This is an optimization exercise on Yosys and OpenROAD, whose aim is small area, a short achievable clock period and few clock cycles per item, not a production implementation.
At most, simulation tests tie the RTL to the original design; equivalence was not proved.
Power and IR drop assume default switching activity.

==> flow/design.v (excerpt) <==
module frequency_ordered_list_top (
  input  logic                              clk_i,
  input  logic                              rst_ni,
  input  logic                              in_valid_i,
  output logic                              in_ready_o,
  input  logic [fol_pkg::KEY_W-1:0]         in_key_i,
  output logic                              out_valid_o,
  input  logic                              out_ready_i,
  output logic                              out_hit_o,
  output logic [fol_pkg::POS_W-1:0]         out_old_position_o,
  output logic [fol_pkg::POS_W-1:0]         out_new_position_o,
  output logic [fol_pkg::HIT_COUNT_W-1:0]   out_hit_count_o
);
Size in the first run: ~1400 cells after synthesis, ~37 I/O pins, roughly 13000 µm² of cells after synthesis.
clock: 5.0 ns
lec_check: 0
cap_margin: 20
core_margin: 2
core_utilization: 40
setup_slack_margin: 2.0
slew_margin: 20
run.sh (not shown) runs the stock make flow with config.mk's settings and CLKGATE_MAP_FILE= SYNTH_SCRIPT=/design/flow/synth_recipe.tcl, a recipe that flattens the netlist after the stock synthesis.
Then changed:
- SETUP_SLACK_MARGIN: 2.0 -> 2.7
After rerunning:
- The new run completed with no timing, DRC or antenna violations
- die area does not change
- cell count rose by a few percent
- via count rose by a few percent
No functional check of the RTL was part of any run of this note.

Another version of the RTL of frequency_ordered_list_top (not shown whole).
For scale: roughly 1300 cells after synthesis, ~210 flip-flops, about 37 I/O pins, about 12000 µm² of cells after synthesis.
Settings: LEC_CHECK=0, CAP_MARGIN=20, CORE_MARGIN=2, CORE_UTILIZATION=65, SETUP_SLACK_MARGIN=1.8, SLEW_MARGIN=20; clock period 5.0 ns.
Testbench counts at the start, summed over its fixed seeds: cycles 12,024, items 12,000.
Change:
Settings changed: CORE_UTILIZATION 65 to 40, CTS_BUF_LIST set to sky130_fd_sc_hd__clkbuf_4 sky130_fd_sc_hd__clkbuf_8, CTS_CLUSTER_SIZE set to 30.
Sequential cell count stays the same.
Final area is higher by 1.9%.
Total power is about the same.
Routed wire length is higher by 5.4%.
Clock-buffer cell count is higher by 24.
Global-route usage is lower by 14 points.
Utilization is lower by 30 points.
Die area is higher by 61%.
Via count is lower by 2.3%.
Hold slack loses 0.011 ns.
Sequential share of layout area is lower by 0.72 points.
Change:
Settings changed: CORE_UTILIZATION 40 to 55, CTS_BUF_LIST sky130_fd_sc_hd__clkbuf_4 sky130_fd_sc_hd__clkbuf_8 to unset, CTS_CLUSTER_SIZE 30 to unset, SETUP_SLACK_MARGIN 1.8 to 1.5.
The new run completed with no timing, DRC or antenna violations. Maximum frequency drops by a few percent. Clock power came out higher by a few percent. Utilization climbs by 14 points. Worst setup slack degrades by 0.24 ns.
Change:
Settings changed: ABC_AREA set to 1, CORE_UTILIZATION 55 to 40, CTS_BUF_LIST set to sky130_fd_sc_hd__clkbuf_4 sky130_fd_sc_hd__clkbuf_8, CTS_CLUSTER_SIZE set to 30, SETUP_SLACK_MARGIN 1.5 to 2.0.
The new run completed without violations.
Worst setup slack gains 0.58 ns.
First-iteration DRC count came out higher by 39%.
Power came out higher by 4.5%.
Clock power stays flat.
Critical path depth came out higher by 6.
Register-to-register slack gains 0.58 ns.
Fmax came out higher by 20%.
Wire length came out higher by 26%.
Synthesized cell count came out higher by 55%.
Sequential cell count stays the same.
Count of clock-buffer cells in the layout came out higher by 24.
Change:
Settings changed: CTS_BUF_LIST sky130_fd_sc_hd__clkbuf_4 sky130_fd_sc_hd__clkbuf_8 to unset, CTS_CLUSTER_SIZE 30 to unset, SETUP_SLACK_MARGIN 2.0 to 1.8.
=> Via count is lower by 1.9%; fmax is lower by 7.8%; total power is lower by 0.95%; design area is lower by 1.8%; cell count is lower by 2.1%; die area does not change; clock-buffer cell count is lower by 26; global-route usage is lower by 0.49 points.

frequency_ordered_list_top again, from the RTL that the note above started with.
make LEC_CHECK=0 CAP_MARGIN=20 CORE_MARGIN=2 CORE_UTILIZATION=40 SETUP_SLACK_MARGIN=1.5 SLEW_MARGIN=20 finish   # period 5.0 ns
The baseline ran to the end with no violations.
Testbench counts at the start, summed over its fixed seeds: cycles 12,024, items 12,000.
Change:
Settings changed: ABC_AREA from default to 1, CTS_BUF_LIST from default to sky130_fd_sc_hd__clkbuf_4 sky130_fd_sc_hd__clkbuf_8, CTS_CLUSTER_SIZE from default to 30, SETUP_SLACK_MARGIN 1.5 to 2.3.
Effect: Setup slack gets better by 690 ps. Count of clock-buffer cells in the layout is higher by 33. Synthesized area is higher by 13%. Routed wire length is higher by 38%. Cell count is higher by 54%. Sequential share of layout area is lower by 7.2 points. Die area is higher by 13%. Total power is higher by 8.2%. Cell area is higher by 22%. Non-clock buffer count is higher by 109. Global-route usage is higher by 3.4 points.
Change:
Settings changed: ABC_AREA 1 to default, SETUP_SLACK_MARGIN 2.3 to 1.5.
Outcome: Via count drops by 29%. Setup slack gets worse by 690 ps. Total power drops by 12%. Non-clock buffer count drops by 109. Combinational power drops by 27%.

The RTL this note starts from:
==> flow/design.v <==
package fol_pkg;
  localparam int unsigned KEY_W       = 8;
  localparam int unsigned POS_W       = 3;
  localparam int unsigned HIT_COUNT_W = 16;
  localparam int unsigned ENTRIES     = 8;
endpackage
module fol_ctrl (
  input  logic clk_i,
  input  logic rst_ni,
  input  logic in_valid_i,
  output logic in_ready_o,
  output logic out_valid_o,
  input  logic out_ready_i,
  output logic k_load_o,    
  output logic l_load_o,    
  output logic fire_o,      
  output logic l_valid_o    
);
  logic kv_q, lv_q, ov_q;
  logic l_free;
  assign fire_o     = lv_q && (!ov_q || out_ready_i);
  assign l_free     = !lv_q || fire_o;
  assign l_load_o   = l_free;
  assign k_load_o   = !kv_q || l_free;
  assign in_ready_o = k_load_o;
  always_ff @(posedge clk_i or negedge rst_ni) begin
    if (!rst_ni) begin
      kv_q <= 1'b0;
      lv_q <= 1'b0;
      ov_q <= 1'b0;
    end else begin
      if (k_load_o) kv_q <= in_valid_i;
      if (l_free) lv_q <= kv_q;
      if (fire_o) ov_q <= 1'b1;
      else if (out_ready_i) ov_q <= 1'b0;
    end
  end
  assign out_valid_o = ov_q;
  assign l_valid_o   = lv_q;
endmodule
module fol_datapath (
  input  logic                              clk_i,
  input  logic                              rst_ni,
  input  logic                              k_load_i,
  input  logic                              l_load_i,
  input  logic                              fire_i,
  input  logic                              l_valid_i,
  input  logic [fol_pkg::KEY_W-1:0]         key_i,
  output logic                              hit_o,
  output logic [fol_pkg::POS_W-1:0]         old_position_o,
  output logic [fol_pkg::POS_W-1:0]         new_position_o,
  output logic [fol_pkg::HIT_COUNT_W-1:0]   hit_count_o
);
  localparam int unsigned N  = fol_pkg::ENTRIES;
  localparam int unsigned PW = fol_pkg::POS_W;
  localparam int unsigned CW = fol_pkg::HIT_COUNT_W;
  function automatic logic gt_f(input logic [CW-1:0] a, input logic [CW-1:0] b);
    logic [CW-1:0] g, l;
    g = a & ~b;
    l = ~a & b;
    for (int s = 1; s < CW; s = s * 2)
      for (int i = 0; i + s < CW; i = i + 2 * s) begin
        g[i] = g[i + s] | (!l[i + s] & g[i]);
        l[i] = l[i + s] | (!g[i + s] & l[i]);
      end
    gt_f = g[0];
  endfunction
  logic [3:0]    k_q;             
  logic [3:0]    l_q;             
  logic [CW:0]   cinc_q;          
  logic [PW-1:0] skey_q [N];      
  logic [CW-1:0] scnt_q [N];      
  logic [N-2:0]  ne_q;            
  logic [3:0]    key_code;
  logic [CW-1:0] c_k, c_new;
  logic [CW:0]   cinc_d;
  logic [N-1:0]  kmatch, match, le_p, t2, rng, run, q1, at_d;
  logic          hit;
  logic [PW-1:0] p, d;
  assign key_code = {(key_i >= fol_pkg::KEY_W'(1)) && (key_i <= fol_pkg::KEY_W'(N)),
                     PW'(key_i - fol_pkg::KEY_W'(1))};
  always_ff @(posedge clk_i) begin
    if (k_load_i) k_q <= key_code;
  end
  always_comb begin
    c_k = '0;
    for (int i = 0; i < N; i++) begin
      kmatch[i] = k_q[3] && (skey_q[i] == k_q[2:0]);
      c_k       = c_k | (scnt_q[i] & {CW{kmatch[i]}});
    end
    cinc_d = (l_valid_i && l_q[3] && k_q[3] && (l_q[2:0] == k_q[2:0]))
             ? {1'b0, c_new} + (CW+1)'(1)
             : {1'b0, c_k} + (CW+1)'(1);
  end
  always_ff @(posedge clk_i) begin
    if (l_load_i) begin
      l_q    <= k_q;
      cinc_q <= cinc_d;
    end
  end
  always_comb begin
    hit   = l_q[3];
    c_new = cinc_q[CW-1:0] | {CW{cinc_q[CW]}};
    for (int i = 0; i < N; i++) begin
      match[i] = hit && (skey_q[i] == l_q[2:0]);
      t2[i]    = (i < N - 1) && hit && !cinc_q[CW] && gt_f(scnt_q[i], cinc_q[CW-1:0]);
    end
    for (int i = 0; i < N; i++) begin
      le_p[i] = 1'b0;
      for (int m = i; m < N; m++) le_p[i] = le_p[i] | match[m];
    end
    for (int i = 0; i < N; i++) begin
      run[i] = 1'b0;
      for (int j = i; j < N; j++) begin
        logic all_eq;
        all_eq = 1'b1;
        for (int m = i; m < j; m++) all_eq = all_eq & !ne_q[m];
        run[i] = run[i] | (match[j] & all_eq);
      end
    end
    for (int i = 0; i < N; i++) begin
      rng[i]  = le_p[i] && !t2[i];
      q1[i]   = run[i] && ((i == 0) || ne_q[(i + N - 2) % (N - 1)]);
      at_d[i] = rng[i] && ((i == 0) || t2[(i + N - 1) % N]);
    end
    p[2] = match[4] | match[5] | match[6] | match[7];
    p[1] = match[2] | match[3] | match[6] | match[7];
    p[0] = match[1] | match[3] | match[5] | match[7];
    d[2] = t2[3];
    d[1] = (t2[1] & !t2[3]) | t2[5];
    d[0] = (t2[0] & !t2[1]) | (t2[2] & !t2[3]) | (t2[4] & !t2[5]) | t2[6];
  end
  always_ff @(posedge clk_i or negedge rst_ni) begin
    if (!rst_ni) begin
      for (int i = 0; i < N; i++) begin
        skey_q[i] <= PW'(i);
        scnt_q[i] <= '0;
      end
      ne_q <= '0;
    end else if (fire_i) begin
      for (int i = 0; i < N - 1; i++) begin
        if (!cinc_q[CW]) begin
          if (q1[i + 1])  ne_q[i] <= t2[i];
          else if (q1[i]) ne_q[i] <= 1'b1;
        end
      end
      for (int i = 0; i < N; i++) begin
        if (q1[i]) scnt_q[i] <= c_new;
        if (at_d[i])      skey_q[i] <= l_q[2:0];
        else if (rng[i])  skey_q[i] <= skey_q[(i + N - 1) % N];
      end
    end
  end
  logic                hit_q;
  logic [PW-1:0]       old_q, new_q;
  logic [CW-1:0]       hc_q;
  always_ff @(posedge clk_i) begin
    if (fire_i) begin
      hit_q <= hit;
      old_q <= p;
      new_q <= d;
      hc_q  <= c_new & {CW{hit}};
    end
  end
  assign hit_o          = hit_q;
  assign old_position_o = old_q;
  assign new_position_o = new_q;
  assign hit_count_o    = hc_q;
endmodule
module frequency_ordered_list_top (
  input  logic                              clk_i,
  input  logic                              rst_ni,
  input  logic                              in_valid_i,
  output logic                              in_ready_o,
  input  logic [fol_pkg::KEY_W-1:0]         in_key_i,
  output logic                              out_valid_o,
  input  logic                              out_ready_i,
  output logic                              out_hit_o,
  output logic [fol_pkg::POS_W-1:0]         out_old_position_o,
  output logic [fol_pkg::POS_W-1:0]         out_new_position_o,
  output logic [fol_pkg::HIT_COUNT_W-1:0]   out_hit_count_o
);
  logic k_load, l_load, fire, l_valid;
  fol_ctrl u_ctrl (
    .clk_i      (clk_i),
    .rst_ni     (rst_ni),
    .in_valid_i (in_valid_i),
    .in_ready_o (in_ready_o),
    .out_valid_o(out_valid_o),
    .out_ready_i(out_ready_i),
    .k_load_o   (k_load),
    .l_load_o   (l_load),
    .fire_o     (fire),
    .l_valid_o  (l_valid)
  );
  fol_datapath u_dp (
    .clk_i         (clk_i),
    .rst_ni        (rst_ni),
    .k_load_i      (k_load),
    .l_load_i      (l_load),
    .fire_i        (fire),
    .l_valid_i     (l_valid),
    .key_i         (in_key_i),
    .hit_o         (out_hit_o),
    .old_position_o(out_old_position_o),
    .new_position_o(out_new_position_o),
    .hit_count_o   (out_hit_count_o)
  );
endmodule
Settings: LEC_CHECK=0, ABC_AREA=1, CAP_MARGIN=20, CORE_MARGIN=2, CORE_UTILIZATION=45, CTS_BUF_LIST=sky130_fd_sc_hd__clkbuf_8 sky130_fd_sc_hd__clkbuf_16, CTS_CLUSTER_DIAMETER=80, CTS_CLUSTER_SIZE=25, SETUP_SLACK_MARGIN=2.3, SLEW_MARGIN=20; clock period 5.0 ns.
The first run passed the timing, design-rule and antenna checks.
Testbench counts at the start, summed over its fixed seeds: cycles 12,024, items 12,000.
Change:
Settings changed: CORE_UTILIZATION 45 to 50, SETUP_SLACK_MARGIN 2.3 to 2.0.
Cell count came out lower by a few percent.
Hold slack stays flat.
Cell area came out lower by a few percent.
Die area came out lower by roughly a tenth.
Setup slack got worse by 280 ps.
Sequential cell count does not change.
Non-clock buffer count came out lower by 42.
Change:
Settings changed: CORE_UTILIZATION 50 to 40, SETUP_SLACK_MARGIN 2.0 to 2.2.
What happened: Via count grows slightly. Non-clock buffer count grows by 20. Wire length shrinks slightly. Die area grows by a quarter to a third. Setup slack improves by 160 ps. Power grows slightly. Clock skew grows by 20 ps.
Change:
Settings changed: CTS_BUF_LIST sky130_fd_sc_hd__clkbuf_8 sky130_fd_sc_hd__clkbuf_16 to sky130_fd_sc_hd__clkbuf_4 sky130_fd_sc_hd__clkbuf_8, CTS_CLUSTER_DIAMETER 80 to default, CTS_CLUSTER_SIZE 25 to 30, SETUP_SLACK_MARGIN 2.2 to 2.0.
Effect: Clock-buffer cell count climbs by 44; synthesized area stays the same; design area drops by 0.33%; routed wire length hardly moves; setup slack loses 190 ps; fmax came out lower by 6.4%; global-route usage is higher by 0.47 points; worst hold slack loses 4.5 ps.

Starts from the design.v that is shown in full above.
==> flow/config.mk <==
export PLATFORM = sky130hd
export DESIGN_NAME = frequency_ordered_list_top
export DESIGN_NICKNAME = frequency_ordered_list_top
export VERILOG_FILES = /design/flow/design.v
export SDC_FILE = /design/flow/constraint.sdc
export NUM_CORES = 4
export LEC_CHECK = 0
export ABC_AREA = 1
export CAP_MARGIN = 20
export CORE_MARGIN = 2
export CORE_UTILIZATION = 40
export SETUP_SLACK_MARGIN = 2.0
export SLEW_MARGIN = 20
==> flow/constraint.sdc <==
create_clock -name core_clock -period 5.0 [get_ports {clk_i}]
set_input_delay 1.0000 -clock core_clock [delete_from_list [all_inputs] [get_ports {clk_i}]]
set_output_delay 1.0000 -clock core_clock [all_outputs]
set_load 0.01 [all_outputs]
Testbench counts at the start, summed over its fixed seeds: cycles 12,024, items 12,000.
==> next run, changes <==
--- a/flow/config.mk
+++ b/flow/config.mk
@@ -11,2 +11,5 @@
 export CORE_UTILIZATION = 40
+export CTS_BUF_LIST = sky130_fd_sc_hd__clkbuf_16
+export CTS_CLUSTER_DIAMETER = 100
+export CTS_CLUSTER_SIZE = 35
 export SETUP_SLACK_MARGIN = 2.0
=> Worst setup slack is worse by 0.027 ns. Fmax came out lower slightly. Design area decreases by a few percent. Core utilization falls by 1.4 points. Power falls by roughly a tenth. Area after synthesis is unchanged.
==> next run, changes <==
--- a/flow/config.mk
+++ b/flow/config.mk
@@ -11,6 +11,6 @@
 export CORE_UTILIZATION = 40
-export CTS_BUF_LIST = sky130_fd_sc_hd__clkbuf_16
-export CTS_CLUSTER_DIAMETER = 100
-export CTS_CLUSTER_SIZE = 35
-export SETUP_SLACK_MARGIN = 2.0
+export CTS_BUF_LIST = sky130_fd_sc_hd__clkbuf_8 sky130_fd_sc_hd__clkbuf_16
+export CTS_CLUSTER_DIAMETER = 80
+export CTS_CLUSTER_SIZE = 25
+export SETUP_SLACK_MARGIN = 2.5
 export SLEW_MARGIN = 20
What happened: Global-route usage climbs by 3.8 points; sequential share of layout area drops by 4.7 points; final cell count climbs by 5.9%.

// frequency_ordered_list_top: RTL as listed in full above, without the edits since
Settings: LEC_CHECK=0, ABC_AREA=1, CAP_MARGIN=20, CORE_MARGIN=2, CORE_UTILIZATION=40, CTS_BUF_LIST=sky130_fd_sc_hd__clkbuf_8 sky130_fd_sc_hd__clkbuf_16, CTS_CLUSTER_DIAMETER=80, CTS_CLUSTER_SIZE=25, SETUP_SLACK_MARGIN=2.0, SLEW_MARGIN=20; clock period 5.0 ns.
Testbench counts at the start, summed over its fixed seeds: cycles 12,024, items 12,000.
==> next run, changes <==
--- a/flow/config.mk
+++ b/flow/config.mk
@@ -13,4 +13,4 @@
 export CTS_CLUSTER_DIAMETER = 80
 export CTS_CLUSTER_SIZE = 25
-export SETUP_SLACK_MARGIN = 2.0
+export SETUP_SLACK_MARGIN = 2.3
 export SLEW_MARGIN = 20
The new run ran to the end with no violations. Via count rose by 2.2%. Clock-buffer cell count is unchanged. Routed wire length rose by 4.6%. First-iteration DRC count is higher by 8.0%. Final cell count climbs by 2.1%. Fmax rises by 10%. Total power grows by 2.9%.
==> next run, changes <==
--- a/flow/config.mk
+++ b/flow/config.mk
@@ -13,4 +13,4 @@
 export CTS_CLUSTER_DIAMETER = 80
 export CTS_CLUSTER_SIZE = 25
-export SETUP_SLACK_MARGIN = 2.3
+export SETUP_SLACK_MARGIN = 2.1
 export SLEW_MARGIN = 20
Outcome: Cell count goes down by 1.5%; die area does not change; wire length drops by 3.3%; critical path depth went down by 10; clock power is about the same; cell area is lower by 3.2%; clock-buffer cell count does not change; setup slack loses 0.21 ns; power drops by 2.6%; non-clock buffer count went down by 36.
==> next run, changes <==
--- a/flow/config.mk
+++ b/flow/config.mk
@@ -9,8 +9,8 @@
 export CAP_MARGIN = 20
 export CORE_MARGIN = 2
-export CORE_UTILIZATION = 40
+export CORE_UTILIZATION = 50
 export CTS_BUF_LIST = sky130_fd_sc_hd__clkbuf_8 sky130_fd_sc_hd__clkbuf_16
 export CTS_CLUSTER_DIAMETER = 80
 export CTS_CLUSTER_SIZE = 25
-export SETUP_SLACK_MARGIN = 2.1
+export SETUP_SLACK_MARGIN = 2.2
 export SLEW_MARGIN = 20
Maximum frequency rises by 2.8%.
Design area rises by about 2.2%.
Synthesized cell count does not change.
Sequential power is about the same.
Via count rises by 2.5%.
Power rises by 3.1%.
Setup slack gets better by 0.078 ns.

separate check: timing with driven ports:
The results above use ideal ports. As a check the final layouts listed here were re-extracted and re-timed, cells and wires unchanged.
Step 1 assumes that a clkbuf_16 drives the clock port and a buf_2 every other input.
Step 2 times the ports against the registers' clock, not the clock port: input delays grow and output delays shrink by t, the midpoint of the rising clock arrivals with the driver on.
a / b / c = no drivers / after step 1 / after step 2; a / b = the first two.
run | t, ns | slack for setup (ns) | worst setup path after step 2
the first run of note 1 | 0.575 | 1.281 / 1.281 / 1.281 | register to register
the second run of note 1 | 0.594 | 1.271 / 1.271 / 1.216 | input to register
the first run of note 2 | 0.578 | 1.807 / 1.807 / 1.575 | input to register
the second run of note 2 | 0.591 | 1.800 / 1.800 / 1.636 | input to register
the third run of note 2 | 0.575 | 1.563 / 1.563 / 1.186 | input to register
the fourth run of note 2 | 0.595 | 2.141 / 2.122 / 1.703 | input to register
the fifth run of note 2 | 0.593 | 1.900 / 1.876 / 1.528 | input to register
the first run of note 3 | 0.573 | 1.607 / 1.597 / 1.597 | input to output
the second run of note 3 | 0.629 | 2.300 / 2.300 / 1.970 | input to register
the third run of note 3 | 0.585 | 1.614 / 1.590 / 1.590 | input to output
the first run of note 4 | 0.548 | 2.385 / 2.385 / 2.142 | input to register
the second run of note 4 | 0.554 | 2.104 / 2.078 / 1.643 | input to register
the third run of note 4 | 0.563 | 2.266 / 2.236 / 1.965 | input to register
the fourth run of note 4 | 0.607 | 2.080 / 2.080 / 1.573 | input to register
the first run of note 5 | 0.605 | 2.108 / 2.108 / 1.620 | input to register
the second run of note 5 | 0.553 | 2.081 / 2.081 / 1.771 | input to register
the third run of note 5 | 0.571 | 2.331 / 2.331 / 2.176 | input to register
the first run of note 6 | 0.559 | 2.105 / 2.105 / 1.647 | input to register
the second run of note 6 | 0.562 | 2.376 / 2.376 / 2.025 | input to register
the third run of note 6 | 0.558 | 2.168 / 2.137 / 1.712 | input to register
the fourth run of note 6 | 0.555 | 2.246 / 2.246 / 1.752 | input to register
After both steps setup and hold are still met in every run listed. For the fourth run of note 4, which loses most, drivers alone change the setup slack by 0.000 ns; drivers and shift together by -0.507 ns.
